Source: an optimization exercise on an open RTL-to-GDS flow (aim: small area and a short achievable clock period). Production flows keep margins and buffers that such runs may drop.
Only simulation tests tie the RTL to the original design; equivalence was not proved.
Power and IR drop assume default switching activity.

## P
// cray_core_top
module cray_core_top
(
   input  wire          clk,
   input  wire          rst,
   input  wire  [15:0]  i_nip_nxt,
   input  wire  [63:0]  i_word_nxt,
   input  wire          i_nip_vld,
   output logic [23:0]  o_p_addr,
   output logic         o_clear_ibufs,
   output logic         o_mem_ce,
   output logic [63:0]  o_data_to_mem,
   output logic         o_mem_wr_en
);
For scale: ~19000 um^2 of cells after synthesis.
Settings: LEC_CHECK=0, ABC_AREA=1, CAP_MARGIN=20, CORE_MARGIN=2, CORE_UTILIZATION=55, CTS_CLUSTER_DIAMETER=80, CTS_CLUSTER_SIZE=30, SETUP_SLACK_MARGIN=3.0, SLEW_MARGIN=20; clock period 6.0 ns.
standard.sh (not shown) runs the stock make flow with config.mk's settings and CLKGATE_MAP_FILE= SYNTH_SCRIPT=/design/flow/synth_recipe.tcl, a recipe that flattens the netlist after the stock synthesis.
==> flow/flow/run.sh <==
#!/bin/bash
# Standard ORFS layout (the standard.sh, standard synthesis unchanged),
# except that buffer_ports puts plain buf_2 buffers on the I/O ports instead
# of the delay buffers it picks by default.
# Full make output goes to make.log; ORFS keeps each step's log in orfs/logs.
set -euo pipefail
export BUFFER_PORTS_ARGS="-buffer_cell sky130_fd_sc_hd__buf_2"
bash standard.sh > make.log 2>&1
Having completed the whole flow, P delivered a layout that passed the timing, DRC and antenna checks.
The inputs of Q differ from those of P as listed below.
- a change of SETUP_SLACK_MARGIN from 3.0 to 2.9
Notes after the runs:
- Looking at capture point of the critical path, the op_b[0]$_DFFE_PP_ result is from P; the op_a[1]$_DFFE_PP_ one comes from Q.
- Comparing P with Q, the share of final layout cell area taken by non-clock buffers came out essentially unchanged.
- Lower fraction of area in registers among P and Q: Q
- ~same total via count after detailed routing in P and Q
- Re fill cell total of the finished layout: P and Q aren't equal, and the lower value belongs to Q.
- Q consumes more power than P does.

---

## job 6679
Another version of the RTL of cray_core_top (not shown whole).
Size in the first run: about 370 flip-flops, about 0.019 mm^2 of cells after synthesis.
clock: 6.0 ns
lec_check: 0
cap_margin: 20
core_margin: 2
core_utilization: 55
setup_slack_margin: 3.0
slew_margin: 20
==> flow/flow/run.sh <==
#!/bin/bash
# Standard ORFS layout (the standard.sh, standard synthesis unchanged),
# except that buffer_ports puts plain buf_1 buffers on the I/O ports instead
# of the delay buffers it picks by default.
# Full make output goes to make.log; ORFS keeps each step's log in orfs/logs.
set -euo pipefail
export BUFFER_PORTS_ARGS="-buffer_cell sky130_fd_sc_hd__buf_1"
bash standard.sh > make.log 2>&1
The inputs of job 6251 differ from those of job 6679 as listed below.
==> flow/flow/run.sh <==
#!/bin/bash
# Standard ORFS layout (the standard.sh, standard synthesis unchanged),
# except that the I/O port buffers are plain buffers (buf_1 on inputs,
# buf_2 on outputs) instead of the delay buffers buffer_ports picks by
# default; flow/ports.tcl places them just before global placement.
# Full make output goes to make.log; ORFS keeps each step's log in orfs/logs.
set -euo pipefail
export DONT_BUFFER_PORTS=1
export PRE_GLOBAL_PLACE_TCL="$PWD/flow/ports.tcl"
bash standard.sh > make.log 2>&1
==> flow/flow/ports.tcl (new file) <==
# every input and output port gets a buffer, as buffer_ports does by default
puts "Perform port buffering (flow/ports.tcl)..."
buffer_ports -inputs -buffer_cell sky130_fd_sc_hd__buf_1
buffer_ports -outputs -buffer_cell sky130_fd_sc_hd__buf_2
--- outcome ---
The flow did not stop early for job 6251: all stages ran, and the layout cleared the timing, DRC and antenna checks.
Total power of job 6251 is lower than that of job 6679.
Changes observed in job 6251 relative to job 6679: clock latency on the worst-skew pair increased by 0.02 ns relative to the old numbers; last weighted congestion value of the routability-driven placer went down.
For job 1154, these inputs were changed with respect to job 6251:
- CORE_UTILIZATION now 65, was 55
- CTS_BUF_LIST now sky130_fd_sc_hd__clkbuf_8 sky130_fd_sc_hd__clkbuf_4, previously not set
- CTS_CLUSTER_SIZE now 20, previously not set
- SETUP_SLACK_MARGIN now 2.8, was 3.0
==> flow/flow/run.sh <==
#!/bin/bash
# Standard ORFS layout (the standard.sh, standard synthesis unchanged),
# except that buffer_ports puts plain buf_2 buffers on the I/O ports instead
# of the delay buffers it picks by default.
# Full make output goes to make.log; ORFS keeps each step's log in orfs/logs.
set -euo pipefail
export BUFFER_PORTS_ARGS="-buffer_cell sky130_fd_sc_hd__buf_2"
bash standard.sh > make.log 2>&1
removed: flow/flow/ports.tcl
==> run summary <==
Layout overhead on the synthesized area (lower): job 1154. Initial core utilization in job 1154 vs job 6251: up 9.8 points. Looking at endpoint of the worst setup timing path, the a_rf[1][16] result is from job 6251; the a_rf[7][15] one comes from job 1154. Relative to job 6251, met2 capacity usage during global routing has increased by 4.7 points in job 1154. Job 1154 against job 6251: clock network fraction of total power dropped 1.5 points; estimated wirelength of the detail-placed design down about 5%. Pre-CTS setup slack in job 1154 is 0.19 ns lower than in job 6251. Summary — utilization, job 1154 relative to job 6251: higher, by 11 points. Job 1154 vs job 6251 — post-detailed-route via-to-cell ratio rose about 1.8%. Job 1154 ended with every stage complete and zero timing, DRC or antenna violations. Final cell area: job 1154 below job 6251.
diff inputs: job 1154 => job 1440
- removing CTS_BUF_LIST (formerly sky130_fd_sc_hd__clkbuf_8 sky130_fd_sc_hd__clkbuf_4)
- changing CTS_CLUSTER_SIZE from 20 to 30
- changing SETUP_SLACK_MARGIN from 2.8 to 2.9
- setting CTS_CLUSTER_DIAMETER to 80 for the first time
- changing CORE_UTILIZATION from 65 to 60
## What came out
Reported for job 1154 and job 1440, number of pins exceeding their max-slew limit in the final report turned out identical to the last digit.
Of the two values seen for capture point of the critical path, a_rf[0][18] was produced by job 1440 and a_rf[7][15] by job 1154.
Job 1440 against job 1154: total power shrank by about 12%; detailed-routing iteration count for the pre-antenna-repair pass climbed 1; non-clock buffer count shows an increase of 10.

---

== main ==
Starting RTL as in the previous note.
## cray_core_top
module cray_core_top
(
   input  wire          clk,
   input  wire          rst,
   input  wire  [15:0]  i_nip_nxt,
   input  wire  [63:0]  i_word_nxt,
   input  wire          i_nip_vld,
   output logic [23:0]  o_p_addr,
   output logic         o_clear_ibufs,
   output logic         o_mem_ce,
   output logic [63:0]  o_data_to_mem,
   output logic         o_mem_wr_en
);
Settings: LEC_CHECK=0, CAP_MARGIN=20, CORE_MARGIN=2, CORE_UTILIZATION=40, SETUP_SLACK_MARGIN=3.4, SLEW_MARGIN=20; clock period 6.0 ns.
run.sh (not shown) runs the stock make flow with config.mk's settings and CLKGATE_MAP_FILE= SYNTH_SCRIPT=/design/flow/synth_recipe.tcl, a recipe that flattens the netlist after the stock synthesis.
Stock flow here: none of the scripts above is used.
Here is what was changed in the inputs of the feature branch compared with main.
==> flow/flow/run.sh (new file) <==
#!/bin/bash
# Standard ORFS layout (the standard.sh, standard synthesis unchanged),
# except that the I/O port buffers are plain buffers (buf_1 on inputs,
# buf_2 on outputs) instead of the delay buffers buffer_ports picks by
# default; flow/ports.tcl places them just before global placement.
# Full make output goes to make.log; ORFS keeps each step's log in orfs/logs.
set -euo pipefail
export DONT_BUFFER_PORTS=1
export PRE_GLOBAL_PLACE_TCL="$PWD/flow/ports.tcl"
bash standard.sh > make.log 2>&1
==> flow/flow/ports.tcl (new file) <==
# every input and output port gets a buffer, as buffer_ports does by default
puts "Perform port buffering (flow/ports.tcl)..."
buffer_ports -inputs -buffer_cell sky130_fd_sc_hd__buf_1
buffer_ports -outputs -buffer_cell sky130_fd_sc_hd__buf_2
==> flow/standard.sh (new file) <==
#!/bin/bash
# synth_recipe.tcl (not shown) runs the flow's synth.tcl, then flattens the netlist and writes it again
# the make line also repeats each setting of config.mk as NAME=value (left out here)
make -C /OpenROAD-flow-scripts/flow DESIGN_CONFIG=/design/flow/config.mk WORK_HOME=/design/flow/orfs CLKGATE_MAP_FILE= SYNTH_SCRIPT=/design/flow/synth_recipe.tcl "${@:-finish}"
--- a/flow/config.mk
+++ b/flow/config.mk
@@ -8,5 +8,7 @@
 export CAP_MARGIN = 20
 export CORE_MARGIN = 2
-export CORE_UTILIZATION = 40
-export SETUP_SLACK_MARGIN = 3.4
+export CORE_UTILIZATION = 55
+export CTS_BUF_LIST = sky130_fd_sc_hd__clkbuf_8 sky130_fd_sc_hd__clkbuf_4
+export CTS_CLUSTER_SIZE = 20
+export SETUP_SLACK_MARGIN = 3.0
 export SLEW_MARGIN = 20
removed: flow/run.sh
### Flow results
- Part of the cycle the worst path needs delta for the feature branch relative to main: 1.1 points higher
- NOTE height of the die main->the feature branch decreased by more than 10%
- Total power after layout was higher in the run labelled main.

---

== v46 ==
Starting RTL as in the previous note.
Settings: LEC_CHECK=0, CAP_MARGIN=20, CORE_MARGIN=2, CORE_UTILIZATION=65, SETUP_SLACK_MARGIN=3.0, SLEW_MARGIN=20; clock period 6.0 ns.
standard.sh (not shown) runs the stock make flow with config.mk's settings and CLKGATE_MAP_FILE= SYNTH_SCRIPT=/design/flow/synth_recipe.tcl, a recipe that flattens the netlist after the stock synthesis.
==> flow/flow/run.sh <==
#!/bin/bash
# Standard ORFS layout (the standard.sh, standard synthesis unchanged),
# except that buffer_ports puts plain buf_2 buffers on the I/O ports instead
# of the delay buffers it picks by default.
# Full make output goes to make.log; ORFS keeps each step's log in orfs/logs.
set -euo pipefail
export BUFFER_PORTS_ARGS="-buffer_cell sky130_fd_sc_hd__buf_2"
bash standard.sh > make.log 2>&1
v46 finished every step from synthesis to the final layout, and the layout passed the timing, DRC and antenna checks.
Modified inputs, v15 compared to v46
# v46
export LEC_CHECK = 0
export CAP_MARGIN = 20
export CORE_MARGIN = 2
export CORE_UTILIZATION = 65
export SETUP_SLACK_MARGIN = 3.0
export SLEW_MARGIN = 20
create_clock -name core_clock -period 6.0 [get_ports {clk}]
# v15
export LEC_CHECK = 0
export CAP_MARGIN = 20
export CORE_MARGIN = 2
export CORE_UTILIZATION = 55
export CTS_CLUSTER_DIAMETER = 80
export CTS_CLUSTER_SIZE = 30
export SETUP_SLACK_MARGIN = 2.8
export SLEW_MARGIN = 20
create_clock -name core_clock -period 6.0 [get_ports {clk}]
Across v46 and v15, the outcome is the same: a clean finish for every run.
The share of the final layout cell area in multi-input gates was comparable across v46 and v15.
Diff v46 and v15: clock-pin slew on the worst setup and hold paths lower in v46
Summary: final critical path time including I/O delays and setup, v15 worse than v46
Power density of the placed cells in v15 is 7.8% lower than in v46
Topmost layer with routed signal wires = met5: v46; topmost layer with routed signal wires = met4: v15
For v10, these inputs were changed with respect to v15:
# v15
export LEC_CHECK = 0
export CAP_MARGIN = 20
export CORE_MARGIN = 2
export CORE_UTILIZATION = 55
export CTS_CLUSTER_DIAMETER = 80
export CTS_CLUSTER_SIZE = 30
export SETUP_SLACK_MARGIN = 2.8
export SLEW_MARGIN = 20
create_clock -name core_clock -period 6.0 [get_ports {clk}]
# v10
export LEC_CHECK = 0
export CAP_MARGIN = 20
export CORE_MARGIN = 2
export CORE_UTILIZATION = 55
export SETUP_SLACK_MARGIN = 3.0
export SLEW_MARGIN = 20
create_clock -name core_clock -period 6.0 [get_ports {clk}]
Findings:
Layout clock buffer count, v10 vs v15: up by more than 100%
Timing, DRC, antenna: 0 failures across v10 and v15
Diff v15 -> v10: final routed wirelength across all metal layers has increased; total power consumption of the routed design has increased.

---

build 43:
Starting RTL as in the previous note.
// cray_core_top
module cray_core_top
(
   input  wire          clk,
   input  wire          rst,
   input  wire  [15:0]  i_nip_nxt,
   input  wire  [63:0]  i_word_nxt,
   input  wire          i_nip_vld,
   output logic [23:0]  o_p_addr,
   output logic         o_clear_ibufs,
   output logic         o_mem_ce,
   output logic [63:0]  o_data_to_mem,
   output logic         o_mem_wr_en
);
clock: 6.0 ns
lec_check: 0
cap_margin: 20
core_margin: 2
core_utilization: 55
cts_cluster_diameter: 80
cts_cluster_size: 30
setup_slack_margin: 3.15
slew_margin: 20
Scripts as last shown in full above: flow/flow/run.sh
What build 61 does differently from build 43 at the input level:
- CORE_UTILIZATION: 55 -> 40
- CTS_CLUSTER_SIZE: 30 -> unset
- CTS_CLUSTER_DIAMETER: 80 -> unset
- SETUP_SLACK_MARGIN: 3.15 -> 3.0
==> flow/run.sh (new file) <==
#!/bin/bash
# synth_recipe.tcl (not shown) runs the flow's synth.tcl, then flattens the netlist and writes it again
# the make line also repeats each setting of config.mk as NAME=value (left out here)
make -C /OpenROAD-flow-scripts/flow DESIGN_CONFIG=/design/flow/config.mk WORK_HOME=/design/flow/orfs CLKGATE_MAP_FILE= SYNTH_SCRIPT=/design/flow/synth_recipe.tcl finish
removed: flow/flow/run.sh
removed: flow/standard.sh
[summary]
- Area added between synthesis and finish was higher in the run labelled build 61.
- Comparing build 43 and build 61, number of setup buffers added after CTS is lower on build 61.
- Build 61 vs build 43: clock skew up in build 61
- For count of clock-net buffers in the final layout, dividing the value from build 61 by the value from build 43 gives 2.4.
- On power of the sequential group, build 43 and build 61 are basically level.
- Build 61 vs. build 43: post-layout minimum cycle time went up by 55 ps.
- On build 61: routed wire length is 1600 µm higher than what build 43 gave.
- Comparing build 43 and build 61, peak supply drop is lower on build 61.
Input changes introduced in build 41 (baseline for comparison: build 61):
- a change of CORE_UTILIZATION from 40 to 55
- an added CTS_CLUSTER_SIZE of 24
- an added CTS_CLUSTER_DIAMETER of 60
==> flow/flow/run.sh (new file) <==
#!/bin/bash
# Standard ORFS layout (the standard.sh, standard synthesis unchanged),
# except that buffer_ports puts plain buf_2 buffers on the I/O ports instead
# of the delay buffers it picks by default.
# Full make output goes to make.log; ORFS keeps each step's log in orfs/logs.
set -euo pipefail
export BUFFER_PORTS_ARGS="-buffer_cell sky130_fd_sc_hd__buf_2"
bash standard.sh > make.log 2>&1
==> flow/standard.sh (new file) <==
#!/bin/bash
# synth_recipe.tcl (not shown) runs the flow's synth.tcl, then flattens the netlist and writes it again
# the make line also repeats each setting of config.mk as NAME=value (left out here)
make -C /OpenROAD-flow-scripts/flow DESIGN_CONFIG=/design/flow/config.mk WORK_HOME=/design/flow/orfs CLKGATE_MAP_FILE= SYNTH_SCRIPT=/design/flow/synth_recipe.tcl "${@:-finish}"
removed: flow/run.sh
Results
Build 41: PASS, flow complete, no timing, DRC or antenna violations. Diff build 41..build 61 | fmax | negligible. In build 41, area added between synthesis and finish is lower than in build 61. Between build 61 and build 41, average detailed-routed wire length per instance is higher for build 41, build 61 comes in under that. Diff build 61 -> build 41 | worst-margin pin slew | decrease of 16 ps. Compared build 61 against build 41; multi-input combinational cell count within noise. Sum of buffers and inverters on the critical path is higher on build 61. Looking at fraction of area in registers, build 41 sits 2.1 points above build 61. Top layer used by detailed routing = met4: build 61; top layer used by detailed routing = met5: build 41. Measured against build 61, the non-clock buffer count of build 41 comes out at 0.937 times the reference value. Looking at total stage count of the critical path, build 41 sits 5 higher than build 61 does.
> inputs changed (build 41 -> build 81)
- CTS_CLUSTER_DIAMETER changed from 60 to 80
- CTS_CLUSTER_SIZE changed from 24 to 30
Notes after the runs:
Per the final summary, build 81 finished and its layout is clean on timing, DRC and antenna.
[compare] base=build 41 new=build 81: total wire length -3.2%; internal power contribution fell about 13%; static leakage power now sits lower; clock network power now smaller.
Re share of final layout cell area taken by non-clock buffers: build 81 is 0.83 points down on build 41.
Slowest library cell on the worst path = or3_4: build 41; slowest library cell on the worst path = dfxtp_4: build 81
Re width of the die: no difference whatsoever between build 81 and build 41.
Hold slack in build 81 is 14 ps higher than in build 41
Compared with build 41, build 81 shows a lower overall power.
Across both runs, number of DRC violations after detailed-routing iteration 0 was higher for build 81 than for build 41.
diff inputs: build 81 => build 14
- setting ABC_AREA to 1 for the first time
- changing SETUP_SLACK_MARGIN from 3.0 to 2.9
### Flow results
A origin of the worst setup path of nip[0]$_DFFE_PP_ is what build 14 shows, while cls[0]$_SDFFE_PP0P_ belongs to build 81.
Between build 81 and build 14, the post-synth design cell area is lower for build 81.
Global-route wire length before repair for build 14: 8.1% up relative to build 81
When build 14 is set beside build 81, its clock skew turns out to be 27 ps smaller.
Build 14 vs build 81, most common library cell in the layout ignoring fill and taps: nand2_1 vs edfxtp_1
No stage failed in build 14, and the final checks on the layout all came back clean.
[inputs] build 86 vs build 14
- clearing ABC_AREA, which used to be 1
Findings:
Compared to build 14, build 86 has worst ir drop on vdd about 1.1% lower.
Build 86 vs build 14, largest fanout on the critical path went down by 4.
Compared with build 14, build 86 improves total power.
Number of global-route vias before repair is higher on build 14

==> separate check: timing with driven ports <==
In the flow no input, the clock included, has a driving cell. The finished layouts below were timed again as built, in two steps. Step 1 assumes that a clkbuf_16 drives the clock port and a buf_2 every other input. Step 2 times the ports against the registers' clock, not the clock port: input delays grow and output delays shrink by t, the midpoint of the rising clock arrivals with the driver on. a / b / c = ideal / step 1 / step 2; a / b = the first two.
| run | shift t [ns] | setup slack, ns | latest minus earliest clock arrival (ns) | slew at the worst register clock pin (ns) |
|---|---|---|---|---|
| P | 0.593 | 2.966 / 2.966 / 2.869 | 0.031 / 0.031 | 0.12 / 0.12 |
| Q | 0.593 | 2.987 / 2.987 / 2.831 | 0.023 / 0.023 | 0.11 / 0.11 |
| job 6679 | 0.605 | 2.894 / 2.894 / 2.676 | 0.021 / 0.021 | 0.06 / 0.06 |
| job 6251 | 0.620 | 2.877 / 2.877 / 2.877 | 0.024 / 0.024 | 0.06 / 0.06 |
| job 1154 | 0.671 | 2.832 / 2.804 / 2.488 | 0.037 / 0.038 | 0.07 / 0.07 |
| job 1440 | 0.586 | 2.915 / 2.915 / 2.711 | 0.037 / 0.036 | 0.12 / 0.12 |
| main | 0.625 | 2.908 / 2.862 / 2.737 | 0.013 / 0.013 | 0.06 / 0.06 |
| the feature branch | 0.706 | 2.844 / 2.844 / 2.844 | 0.015 / 0.014 | 0.07 / 0.07 |
| v46 | 0.577 | 2.900 / 2.900 / 2.794 | 0.021 / 0.021 | 0.07 / 0.07 |
| v15 | 0.607 | 2.718 / 2.718 / 2.707 | 0.026 / 0.025 | 0.12 / 0.12 |
| v10 | 0.607 | 2.921 / 2.921 / 2.915 | 0.029 / 0.029 | 0.06 / 0.06 |
| build 43 | 0.607 | 2.958 / 2.958 / 2.856 | 0.019 / 0.019 | 0.11 / 0.11 |
| build 61 | 0.635 | 2.903 / 2.842 / 2.561 | 0.037 / 0.036 | 0.07 / 0.07 |
| build 41 | 0.595 | 2.904 / 2.904 / 2.904 | 0.039 / 0.039 | 0.09 / 0.09 |
| build 81 | 0.615 | 2.945 / 2.945 / 2.721 | 0.068 / 0.068 | 0.11 / 0.11 |
| build 14 | 0.627 | 2.869 / 2.869 / 2.611 | 0.041 / 0.041 | 0.12 / 0.12 |
| build 86 | 0.593 | 2.972 / 2.947 / 2.692 | 0.032 / 0.033 | 0.11 / 0.11 |
After both steps every run listed still meets setup and hold. For job 1154, which loses most, drivers alone change the setup slack by -0.028 ns; drivers and shift together by -0.344 ns.
